Source: an optimization exercise on an open RTL-to-GDS flow (aim: small area). Production flows keep margins and buffers that such runs may drop. The RTL was checked by simulation tests, not by an equivalence proof against the original design. Power and IR drop assume default switching activity.

===== flow/run.sh =====
#!/bin/bash
# synth_recipe.tcl (not shown) runs the flow's synth.tcl, then flattens the netlist and writes it again
# the make line also repeats each setting of config.mk as NAME=value (left out here)
make -C /OpenROAD-flow-scripts/flow DESIGN_CONFIG=/design/flow/config.mk WORK_HOME=/design/flow/orfs CLKGATE_MAP_FILE= SYNTH_SCRIPT=/design/flow/synth_recipe.tcl finish

===== flow/design.v =====
package x_ramb_pkg;
  typedef enum int unsigned {
    WM_WRITE_FIRST = 0,
    WM_READ_FIRST  = 1,
    WM_NO_CHANGE   = 2
  } write_mode_e;
  function automatic int unsigned lane_count(input int unsigned data_width,
                                             input int unsigned lane_width);
    lane_count = data_width / lane_width;
  endfunction
endpackage
module x_ramb_out_stage
#(
  parameter int unsigned           DATA_WIDTH = 8,
  parameter logic [DATA_WIDTH-1:0] SRVAL      = '0
) (
  input  logic                  i_clk,
  input  logic                  i_rst_n,
  input  logic                  i_regce,
  input  logic                  i_ssr,
  input  logic [DATA_WIDTH-1:0] i_data,
  input  logic                  i_valid,
  output logic [DATA_WIDTH-1:0] o_data,
  output logic                  o_valid
);
  logic [DATA_WIDTH-1:0] r_data;
  logic                  r_valid;
  always_ff @(posedge i_clk or negedge i_rst_n) begin
    if (!i_rst_n) begin
      r_data  <= SRVAL;
      r_valid <= 1'b0;
    end else if (i_regce) begin
      if (i_ssr) begin
        r_data  <= SRVAL;
        r_valid <= 1'b0;
      end else begin
        r_data  <= i_data;
        r_valid <= i_valid;
      end
    end
  end
  assign o_data  = r_data;
  assign o_valid = r_valid;
endmodule
module x_ramb_sp_param_int
#(
  parameter int unsigned           DATA_WIDTH = 8,
  parameter int unsigned           LANE_WIDTH = 8,
  parameter int unsigned           ADDR_WIDTH = 9,
  parameter int unsigned           WRITE_MODE = 0,
  parameter int unsigned           DO_REG     = 0,
  parameter logic [DATA_WIDTH-1:0] SRVAL      = '0,
  parameter logic [DATA_WIDTH-1:0] INIT_WORD  = '0
) (
  input  logic                                            CLK,
  input  logic                                            RST_N,
  input  logic                                            EN,
  input  logic                                            SSR,
  input  logic [x_ramb_pkg::lane_count(DATA_WIDTH, LANE_WIDTH)-1:0]   WE,
  input  logic [ADDR_WIDTH-1:0]                           ADDR,
  input  logic [DATA_WIDTH-1:0]                           DI,
  input  logic                                            REGCE,
  output logic [DATA_WIDTH-1:0]                           DO,
  output logic                                            DO_VALID
);
  localparam int unsigned LANES = x_ramb_pkg::lane_count(DATA_WIDTH, LANE_WIDTH);
  localparam int unsigned DEPTH = 2 ** ADDR_WIDTH;
  logic [DATA_WIDTH-1:0] r_mem [DEPTH];
  logic [DATA_WIDTH-1:0] w_old;
  logic [DATA_WIDTH-1:0] w_merged;
  logic                  w_any_we;
  logic [DATA_WIDTH-1:0] r_latch;
  logic                  r_lvalid;
  logic [DATA_WIDTH-1:0] w_do;
  logic                  w_do_valid;
  assign w_old    = r_mem[ADDR];
  assign w_any_we = |WE;
  always_comb begin
    w_merged = w_old;
    for (int unsigned i = 0; i < LANES; i++) begin
      if (WE[i]) begin
        w_merged[i*LANE_WIDTH +: LANE_WIDTH] = DI[i*LANE_WIDTH +: LANE_WIDTH];
      end
    end
  end
  always_ff @(posedge CLK) begin
    if (RST_N && EN && w_any_we) begin
      r_mem[ADDR] <= w_merged;
    end
  end
  always_ff @(posedge CLK or negedge RST_N) begin
    if (!RST_N) begin
      r_latch  <= SRVAL;
      r_lvalid <= 1'b0;
    end else if (EN) begin
      if (SSR && (DO_REG == 0)) begin
        r_latch <= SRVAL;
      end else if (w_any_we) begin
        if (WRITE_MODE == x_ramb_pkg::WM_WRITE_FIRST) begin
          r_latch <= w_merged;
        end else if (WRITE_MODE == x_ramb_pkg::WM_READ_FIRST) begin
          r_latch <= w_old;
        end
      end else begin
        r_latch <= w_old;
      end
      if (SSR) begin
        r_lvalid <= 1'b0;
      end else if (!((WRITE_MODE == x_ramb_pkg::WM_NO_CHANGE) && w_any_we)) begin
        r_lvalid <= 1'b1;
      end
    end
  end
  if (DO_REG != 0) begin : g_do_reg
    x_ramb_out_stage #(
      .DATA_WIDTH (DATA_WIDTH),
      .SRVAL      (SRVAL)
    ) u_out_stage (
      .i_clk   (CLK),
      .i_rst_n (RST_N),
      .i_regce (REGCE),
      .i_ssr   (SSR),
      .i_data  (r_latch),
      .i_valid (r_lvalid),
      .o_data  (w_do),
      .o_valid (w_do_valid)
    );
  end else begin : g_no_reg
    logic w_unused_regce;
    assign w_unused_regce = REGCE;
    assign w_do           = r_latch;
    assign w_do_valid     = r_lvalid;
  end
  assign DO       = w_do;
  assign DO_VALID = w_do_valid;
endmodule
module ramb_sp_top (
  input  logic        CLK,
  input  logic        RST_N,
  input  logic        EN,
  input  logic        SSR,
  input  logic [3:0]  WE,
  input  logic [6:0]  ADDR,
  input  logic [31:0] DI,
  input  logic        REGCE,
  output logic [31:0] DO,
  output logic        DO_VALID
);
  x_ramb_sp_param_int #(
    .DATA_WIDTH (32),
    .LANE_WIDTH (8),
    .ADDR_WIDTH (7),
    .WRITE_MODE (0),
    .DO_REG     (1),
    .SRVAL      (32'h5A5A_C3C3),
    .INIT_WORD  (32'h0000_0000)
  ) u_ram (
    .CLK      (CLK),
    .RST_N    (RST_N),
    .EN       (EN),
    .SSR      (SSR),
    .WE       (WE),
    .ADDR     (ADDR),
    .DI       (DI),
    .REGCE    (REGCE),
    .DO       (DO),
    .DO_VALID (DO_VALID)
  );
endmodule

===== flow/constraint.sdc =====
create_clock -name core_clock -period 6.0 [get_ports {CLK}]
set_input_delay 1.2000 -clock core_clock [delete_from_list [all_inputs] [get_ports {CLK}]]
set_output_delay 1.2000 -clock core_clock [all_outputs]
set_load 0.01 [all_outputs]

===== flow/config.mk =====
export PLATFORM = sky130hd
export DESIGN_NAME = ramb_sp_top
export DESIGN_NICKNAME = ramb_sp_top
export VERILOG_FILES = /design/flow/design.v
export SDC_FILE = /design/flow/constraint.sdc
export NUM_CORES = 4
export LEC_CHECK = 0
export CAP_MARGIN = 30
export CORE_MARGIN = 2
export CORE_UTILIZATION = 40
export SLEW_MARGIN = 20

==> impl_metrics.csv <==
group,metric,value,unit
yosys,yosysSeqAreaShare,77.1,%
yosys,synth_most_common_cell,"edfxtp_1",
yosys,syn-num-nets,9444,
die,fp-row-count,233,
min_path,min_to,"u_ram.g_do_reg.u_out_stage.r_data[14]",
clock_network,cts_setup_buffers,0,
clock_network,htreeDepth,5,
sta,setup_ws,751,ps
critical_path,crit_chain,"buf_8 -> buf_4 -> buf_4 -> mux2_2 -> a221oi_1 -> nor2_1 -> o21ai_0 -> a41o_1 -> nor4b_1 -> buf_4 -> a21oi_4 -> buf_12 -> buf_12",
critical_path,rr_worst_depth,9,
sta,slew-limit-headroom,9.89,%
clock_network,cts_resized,0,
critical_path,critPathSlowestCell,"a41o_1",
pwr,leakagePower,61.7,nW
min_path,hp-class,"reg -> reg",
critical_path,rr_startpoint,"u_ram.r_mem[124][27]",
die,die_h,640,µm
yosys,synth-warning-count,2,
global_routing,grt.total_usage,31.8,%
sta,max_freq,190,MHz
global_routing,antenna_found_initial,79,
global_routing,grt_first_pass_wirelength,891000,µm
critical_path,crit_required,6680,ps
yosys,yosys-top-cells-count,"edfxtp_1, a221oi_1, a21oi_1, nor2_1, a22oi_1",
critical_path,cp-end-kind,"flip-flop",
sta,maxSlewViolCount,0,
sta,hold_ws,494,ps
run_status,status,"no timing/DRC/antenna violations",
critical_path,r2r-end,"u_ram.r_mem[88][27]",
sta,hold_violations,0,
sta,final.period_utilization,87.5,%
min_path,whs_path_depth,2,
clock_network,cts_tree,"built",
critical_path,cpMostUsedCell,"buf_4",
drt,ant_nets,0,
yosys,synth_top_area_share,76.0,%
yosys,syn_inst,9396,
final_layout,syn_to_final_growth,19.8,%
pwr,max-vdd-ir-drop,0.279,mV
global_routing,grt_max_degree,99,
final_layout,drive_above_1_share,22.0,%
yosys,synth-seq-cells,4162,
yosys,synth_area_per_cell,17.2,µm²
place,dp_slack,157,ps
place,gp_congestion,1.01,
drt,wl_per_cell,41.7,µm
drt,drc_errors,0,
yosys,synthFlopType,"edfxtp_1",
die,die_area,410000,µm²
critical_path,rrSetupSlack,1960,ps
yosys,synth_edf_count,4096,
final_layout,final_nets,10300,
sta,tightest_slew,1350,ps
critical_path,worstSetupStartpointType,"primary input",
pwr,powerDensity,336,nW/µm²
final_layout,fill_cells,33400,
sta,rsz0062_at_grt,"false",
yosys,ys_top_cells_by_area,"edfxtp_1, a221oi_1, mux2i_1",
drt,vias_per_cell,6.77,
clock_network,cts_inserted_buffers,422,
yosys,yosysUniqueCellTypes,87,
clock_network,clock_latency,1040,ps
drt,first_pass_iters,10,
global_routing,overflow,0,
critical_path,crit_arrival,5930,ps
die,die_w,640,µm
min_path,min_from,"u_ram.g_do_reg.u_out_stage.r_data[14]",
clock_network,cts.sinks,4162,
drt,num_vias,109000,
yosys,syn_area,162000,µm²
sta,fin_skew,98.8,ps
place,port_buffers,80,
clock_network,clockBufferDepth,4,
die,io_pins,81,
critical_path,critPathMaxFanout,43,
global_routing,grt_pass1_vias,100000,
critical_path,max_stage_delay,750,ps
run,cap_violations,0,
yosys,async_flop_share,1.59,%
clock_network,root_buffer,"clkbuf_16",
sta,finalSetupViolations,0,
die,core_area,403000,µm²
sta,fin_crit,5250,ps
place,hpwl,420000,µm
yosys,yosysTopAreaCell,"edfxtp_1",
clock_network,clk_pin_slew_worst_paths,60,ps
drt,drt_iter0_markers,21200,
drt,wl,670000,µm
die,start_util,40.2,%
critical_path,crit_type,"in -> reg",
-- cell families after synthesis --
kind of cell / count (synthesis) / synth area share, %
flip-flops: 4162 / 77.1
AO/OA/AOI/OAI: 2719 / 12.7
AND/OR/NAND/NOR: 1110 / 3.33
buffers and inverters: 809 / 2.46
multiplexers: 596 / 4.48
-- per-layer routing --
layer	part of all wire, %	up-vias	wire [µm]	GRT usage (%)
met2	42	10200	283000	45.9
li1	-	40900	-	-
met1	34	55600	228000	40.9
met3	15	2085	102000	10.2
met5	0.060	-	401	0
met4	8.5	34	56700	22.0
-- layout by cell type (no fill, tap or decap), types with 54 or more instances in the layout --
| cell type | synthesis | routed |
|---|---|---|
| nand3b_1 | 77 | 77 |
| clkbuf_1 | 214 | 99 |
| a22oi_1 | 371 | 371 |
| mux2i_1 | 294 | 293 |
| o2bb2ai_1 | 99 | 98 |
| nand2_1 | 313 | 304 |
| o221ai_1 | 96 | 95 |
| diode_2 | 0 | 60 |
| nor2_1 | 388 | 252 |
| a221oi_1 | 743 | 743 |
| mux2_2 | 221 | 221 |
| nor2_4 | 0 | 135 |
| clkdlybuf4s50_1 | 0 | 69 |
| clkbuf_16 | 0 | 427 |
| a221o_1 | 73 | 73 |
| buf_12 | 0 | 352 |
| edfxtp_1 | 4096 | 4096 |
| mux4_2 | 81 | 81 |
| clkinv_2 | 0 | 74 |
| o22ai_1 | 142 | 142 |
| buf_4 | 76 | 756 |
| o21ai_0 | 275 | 271 |
| clkinv_1 | 4 | 96 |
| nand3_1 | 54 | 54 |
| a21oi_1 | 394 | 382 |
| a22o_1 | 91 | 91 |
-- how the worst max path moves through the flow --
stage,startpoint,endpoint,slack (ps)
floorplan,ADDR[0],u_ram.r_mem[0][9],30
global placement,ADDR[2],u_ram.r_latch[27],-360
detailed placement,ADDR[2],u_ram.r_latch[4],160
CTS,ADDR[2],u_ram.r_mem[58][4],1170
global route,ADDR[2],u_ram.r_mem[55][10],860
finish,ADDR[2],u_ram.r_mem[55][10],750
-- power by group --
part | internal, mW | switching, mW
logic | 1.73 | 4.43
registers | 32.7 | 0.0930
clock network | 14.8 | 11.4
total | 49.3 | 16.0
-- registers in the layout, summed over array words and instances, names as in the netlist --
| register | flops |
|---|---|
| u_ram.g_do_reg.u_out_stage.r_data | 32 |
| u_ram.g_do_reg.u_out_stage.r_valid | 1 |
| u_ram.r_latch | 32 |
| u_ram.r_lvalid | 1 |
| u_ram.r_mem | 4096 |
-- repair_timing --
action                     in CTS  in global routing
hold buffers                    1                  0
setup endpoints to repair       0                  0
hold endpoints to repair        7                  0
-- stage by stage --
step / setup TNS, ps / total power, mW / area (µm²) / instances / utilization [%]
after floorplan: 0 / 35.8 / 162000 / 9396 / -
after global placement: -53510 / 39.1 / 180000 / 15200 / 44.7
after detailed placement: 0 / 39.2 / 180000 / 15200 / 44.7
after CTS: 0 / 64.9 / 194000 / 16000 / 48.1
after global routing: 0 / 66.3 / 194000 / 16000 / 48.1
final: 0 / 65.2 / 194000 / 16100 / 48.1
-- worst max-delay path, delay by kind of cell --
family / cells / cell delay, ps
buf+inv: 6 / 1770
simple gates: 2 / 800
compound gates: 4 / 1560
mux: 1 / 380
-- cell type report --
class	instances	area (µm²)	area share (%)
diodes	60	150	0.0775
clock buffers	531	11100	5.74
clock inverters	244	2490	1.29
inverters	49	208	0.107
multi-input cells	4425	34800	17.9
flip-flops and latches	4162	125000	64.3
well taps	5405	6760	3.49
repair buffers	1201	13600	7.03

[afterwards: timing with drivers on the ports]
No port has a modelled driver above. Below, the same layout with a new extraction and two added sets of constraints. Step 1 (the two cells are an assumption about what drives the block):
set clk [get_ports {CLK}]
set_driving_cell -lib_cell sky130_fd_sc_hd__clkbuf_16 $clk
set_driving_cell -lib_cell sky130_fd_sc_hd__buf_2 [delete_from_list [all_inputs] $clk]
Step 2 times the ports against the registers' clock, not the clock port: input delays grow and output delays shrink by t, the midpoint of the rising clock arrivals with the driver on. Three values: no drivers, after step 1, after step 2; two values: the first two.
t, ns: 1.108
slack for setup (ns): 0.751 / 0.797 / -0.311
hold slack, ns: 0.494 / 0.420 / 0.494
Met with ideal ports but missed after step 2: setup timing in this run. The setup slack of this run moves by +0.046 ns with the drivers and by -1.062 ns with both steps.
